Source: an optimization exercise on an open RTL-to-GDS flow (aim: small area). Production flows keep margins and buffers that such runs may drop.
Only simulation tests tie the RTL to the original design; equivalence was not proved.
No activity file was given, so power comes from the tool's default toggle rates.

==> flow/design.v (excerpt) <==
module decode_stage #(
   parameter int NREG = 32,
   parameter int XLEN = 32
) (
   input  logic            clk,
   input  logic            rst_n,
   input  logic            if_valid,
   input  logic [31:0]     if_instr,
   output logic            if_ready,
   input  logic            wb_en,
   input  logic [4:0]      wb_addr,
   input  logic [XLEN-1:0] wb_data,
   output logic            ex_valid,
   input  logic            ex_ready,
   output logic [5:0]      ex_opcode,
   output logic [5:0]      ex_func,
   output logic [XLEN-1:0] ex_opr1,
   output logic [XLEN-1:0] ex_opr2,
   output logic [4:0]      ex_rd,
   output logic            ex_illegal
);
   logic [5:0]  opcode;
   logic [4:0]  rs, rt, rd_f;
   logic [5:0]  func_f;
   logic [15:0] imm;
   assign opcode = if_instr[31:26];
   assign rs     = if_instr[25:21];
   assign rt     = if_instr[20:16];
   assign rd_f   = if_instr[15:11];
   assign imm    = if_instr[15:0];
   assign func_f = if_instr[5:0];
   logic [XLEN-1:0] regs_q [1:NREG-1];
   logic [XLEN-1:0] regs_d [1:NREG-1];
   logic            clr_q;
   logic [NREG-1:0] pend_q, pend_d;
   logic            ex_valid_q;
   logic [5:0]      ex_opcode_q;
   logic [5:0]      ex_func_q;
   logic [XLEN-1:0] ex_opr1_q, ex_opr1_d;
   logic [XLEN-1:0] ex_opr2_q, ex_opr2_d;
   logic [4:0]      ex_rd_q;
   logic            is_r, legal, is_i, is_sx;
   logic [4:0]      dest;
   logic [NREG-1:0] we, hold_rf, rs_oh, rt_oh, dest_oh, sel1, sel2;
  ...
clock: 5.0 ns
lec_check: 0
cap_margin: 20
core_margin: 2
core_utilization: 60
slew_margin: 20
synth_hierarchical: 1
synth_minimum_keep_size: 0
standard.sh (not shown) runs the stock make flow with config.mk's settings and CLKGATE_MAP_FILE= SYNTH_SCRIPT=/design/flow/synth_recipe.tcl, a recipe that flattens the netlist after the stock synthesis.
==> flow/flow/run.sh <==
#!/bin/bash
# Own layout flow: the standard ORFS flow (standard.sh: unchanged synthesis,
# floorplan, power grid, placement, CTS and routing) with two changes:
# - the buffer placed on every input and output port is sky130_fd_sc_hd__buf_2
#   instead of the default delay-cell buffer;
# - CTS clusters up to 15 sinks within 60 um per clkbuf_8 buffer and inserts
#   no dummy loads (clock skew balancing otherwise as the standard flow does).
# make's full output goes to flow_make.log in the work folder; each ORFS step
# also keeps its own log under orfs/logs/.
set -euo pipefail
bash standard.sh \
   "BUFFER_PORTS_ARGS=-buffer_cell sky130_fd_sc_hd__buf_2" \
   "CTS_ARGS=-sink_clustering_enable -repair_clock_nets -dont_use_dummy_load -sink_clustering_size 15 -sink_clustering_max_diameter 60 -buf_list sky130_fd_sc_hd__clkbuf_8" \
   finish > flow_make.log 2>&1
The baseline finished with timing, DRC and antenna clean.
Next try:
==> flow/run.sh (new file) <==
#!/bin/bash
# synth_recipe.tcl (not shown) runs the flow's synth.tcl, then flattens the netlist and writes it again
# the make line also repeats each setting of config.mk as NAME=value (left out here)
make -C /OpenROAD-flow-scripts/flow DESIGN_CONFIG=/design/flow/config.mk WORK_HOME=/design/flow/orfs CLKGATE_MAP_FILE= SYNTH_SCRIPT=/design/flow/synth_recipe.tcl finish
- CORE_UTILIZATION: 60 -> 50
- CTS_CLUSTER_DIAMETER: default -> 60
- CTS_CLUSTER_SIZE: default -> 30
removed: flow/flow/run.sh
removed: flow/standard.sh
=> Non-clock buffer count grows by 85; total power is higher by 24%; register-to-register slack gets worse by 0.43 ns; hold slack gets better by 0.44 ns; final area goes up by 8.5%; routed wire length went up by 7.4%; count of clock-buffer cells in the layout climbs by 5; maximum frequency goes down by 9.9%; sequential power stays flat; core utilization decreases by 6.9 points.
Next try:
==> flow/flow/run.sh (new file) <==
#!/bin/bash
# Own layout flow: the standard ORFS flow (standard.sh: unchanged synthesis,
# floorplan, power grid, placement, CTS and routing) with two changes:
# - the buffer placed on every input and output port is sky130_fd_sc_hd__buf_2
#   instead of the default delay-cell buffer;
# - CTS clusters up to 20 sinks within 40 um per clkbuf_8 buffer and inserts
#   no dummy loads (clock skew balancing otherwise as the standard flow does).
# make's full output goes to flow_make.log in the work folder; each ORFS step
# also keeps its own log under orfs/logs/.
set -euo pipefail
bash standard.sh \
   "BUFFER_PORTS_ARGS=-buffer_cell sky130_fd_sc_hd__buf_2" \
   "CTS_ARGS=-sink_clustering_enable -repair_clock_nets -dont_use_dummy_load -sink_clustering_size 20 -sink_clustering_max_diameter 40 -buf_list sky130_fd_sc_hd__clkbuf_8" \
   finish > flow_make.log 2>&1
==> flow/standard.sh (new file) <==
#!/bin/bash
# synth_recipe.tcl (not shown) runs the flow's synth.tcl, then flattens the netlist and writes it again
# the make line also repeats each setting of config.mk as NAME=value (left out here)
make -C /OpenROAD-flow-scripts/flow DESIGN_CONFIG=/design/flow/config.mk WORK_HOME=/design/flow/orfs CLKGATE_MAP_FILE= SYNTH_SCRIPT=/design/flow/synth_recipe.tcl "${@:-finish}"
- CORE_UTILIZATION: 50 -> 60
- CTS_CLUSTER_DIAMETER: 60 -> default
- CTS_CLUSTER_SIZE: 30 -> default
removed: flow/run.sh
Outcome: Die area goes down by 16%; combinational power goes down by about 10%; sequential share of layout area goes up by 3.0 points; final area goes down by 6.7%; via count goes up by 0.36%.

---

decode_stage, a different RTL version from the one above (not shown whole).
Size in the first run: roughly 3700 cells after synthesis, about 45000 um^2 of cells after synthesis.
==> flow/config.mk <==
export PLATFORM = sky130hd
export DESIGN_NAME = decode_stage
export DESIGN_NICKNAME = decode_stage
export VERILOG_FILES = /design/flow/design.v
export SDC_FILE = /design/flow/constraint.sdc
export NUM_CORES = 4
export LEC_CHECK = 0
export CAP_MARGIN = 20
export CORE_MARGIN = 2
export CORE_UTILIZATION = 50
export SLEW_MARGIN = 20
export SYNTH_HIERARCHICAL = 1
export SYNTH_MINIMUM_KEEP_SIZE = 0
==> flow/constraint.sdc <==
create_clock -name core_clock -period 5.0 [get_ports {clk}]
set_input_delay 1.0000 -clock core_clock [delete_from_list [all_inputs] [get_ports {clk}]]
set_output_delay 1.0000 -clock core_clock [all_outputs]
set_load 0.01 [all_outputs]
==> flow/flow/run.sh <==
#!/bin/bash
# Own layout flow: the standard ORFS flow (standard.sh: unchanged synthesis,
# floorplan, power grid, placement, CTS and routing) with two changes:
# - the buffer placed on every input and output port is sky130_fd_sc_hd__buf_2
#   instead of the default delay-cell buffer;
# - CTS clusters up to 40 sinks within 60 um per leaf buffer and inserts no
#   dummy loads (clock skew balancing otherwise as the standard flow does).
# make's full output goes to flow_make.log in the work folder; each ORFS step
# also keeps its own log under orfs/logs/.
set -euo pipefail
bash standard.sh \
   "BUFFER_PORTS_ARGS=-buffer_cell sky130_fd_sc_hd__buf_2" \
   "CTS_ARGS=-sink_clustering_enable -repair_clock_nets -dont_use_dummy_load -sink_clustering_size 40 -sink_clustering_max_diameter 60" \
   finish > flow_make.log 2>&1
The baseline produced a clean layout.
Edit:
==> flow/run.sh (new file) <==
#!/bin/bash
# synth_recipe.tcl (not shown) runs the flow's synth.tcl, then flattens the netlist and writes it again
# the make line also repeats each setting of config.mk as NAME=value (left out here)
make -C /OpenROAD-flow-scripts/flow DESIGN_CONFIG=/design/flow/config.mk WORK_HOME=/design/flow/orfs CLKGATE_MAP_FILE= SYNTH_SCRIPT=/design/flow/synth_recipe.tcl finish
Settings changed: CTS_CLUSTER_DIAMETER from default to 60, CTS_CLUSTER_SIZE from default to 30.
removed: flow/flow/run.sh
removed: flow/standard.sh
The changed run passed the timing, DRC and antenna checks.
Setup slack gets worse by 0.56 ns.
Non-clock buffer count went up by 80.
Global-route usage went up by 0.52 points.
Register-to-register slack gets better by 0.15 ns.
Synthesized cell count is unchanged.
Count of clock-buffer cells in the layout went up by 9.
Cell area went up by a few percent.
Sequential power is about the same.
Total power went up by a little under a tenth.
Die area stays the same.
Clock skew went down by 0.027 ns.

[re-timing with driven ports]
Ports are ideal in the flow. The routed layouts listed here were re-timed in OpenROAD.
Step 1, drivers: a clkbuf_16 drives clk and a buf_2 each remaining input, both assumed.
Step 2 adds t to the input delays and takes it off the output delays; t is the mean of the earliest and latest rising clock arrival at the registers after step 1. Input paths then give back, and output paths get back, about the clock's delay inside the block.
a / b / c = ideal ports / drivers / drivers and shift; a / b = the first two.
run	t (ns)	setup slack, ns	clock arrival spread, ns
the first run of note 1	0.781	0.707 / 0.684 / 0.498	0.121 / 0.122
the second run of note 1	0.756	0.236 / 0.211 / -0.110	0.057 / 0.056
the third run of note 1	0.845	0.741 / 0.717 / 0.381	0.114 / 0.113
the first run of note 2	0.740	0.697 / 0.673 / 0.326	0.069 / 0.069
the second run of note 2	0.773	0.140 / 0.116 / 0.051	0.048 / 0.048
With both steps, setup timing fails in the second run of note 1, where it was met with ideal ports. The setup slack of the first run of note 2, which loses most, moves by -0.024 ns with the drivers and by -0.371 ns with both steps.
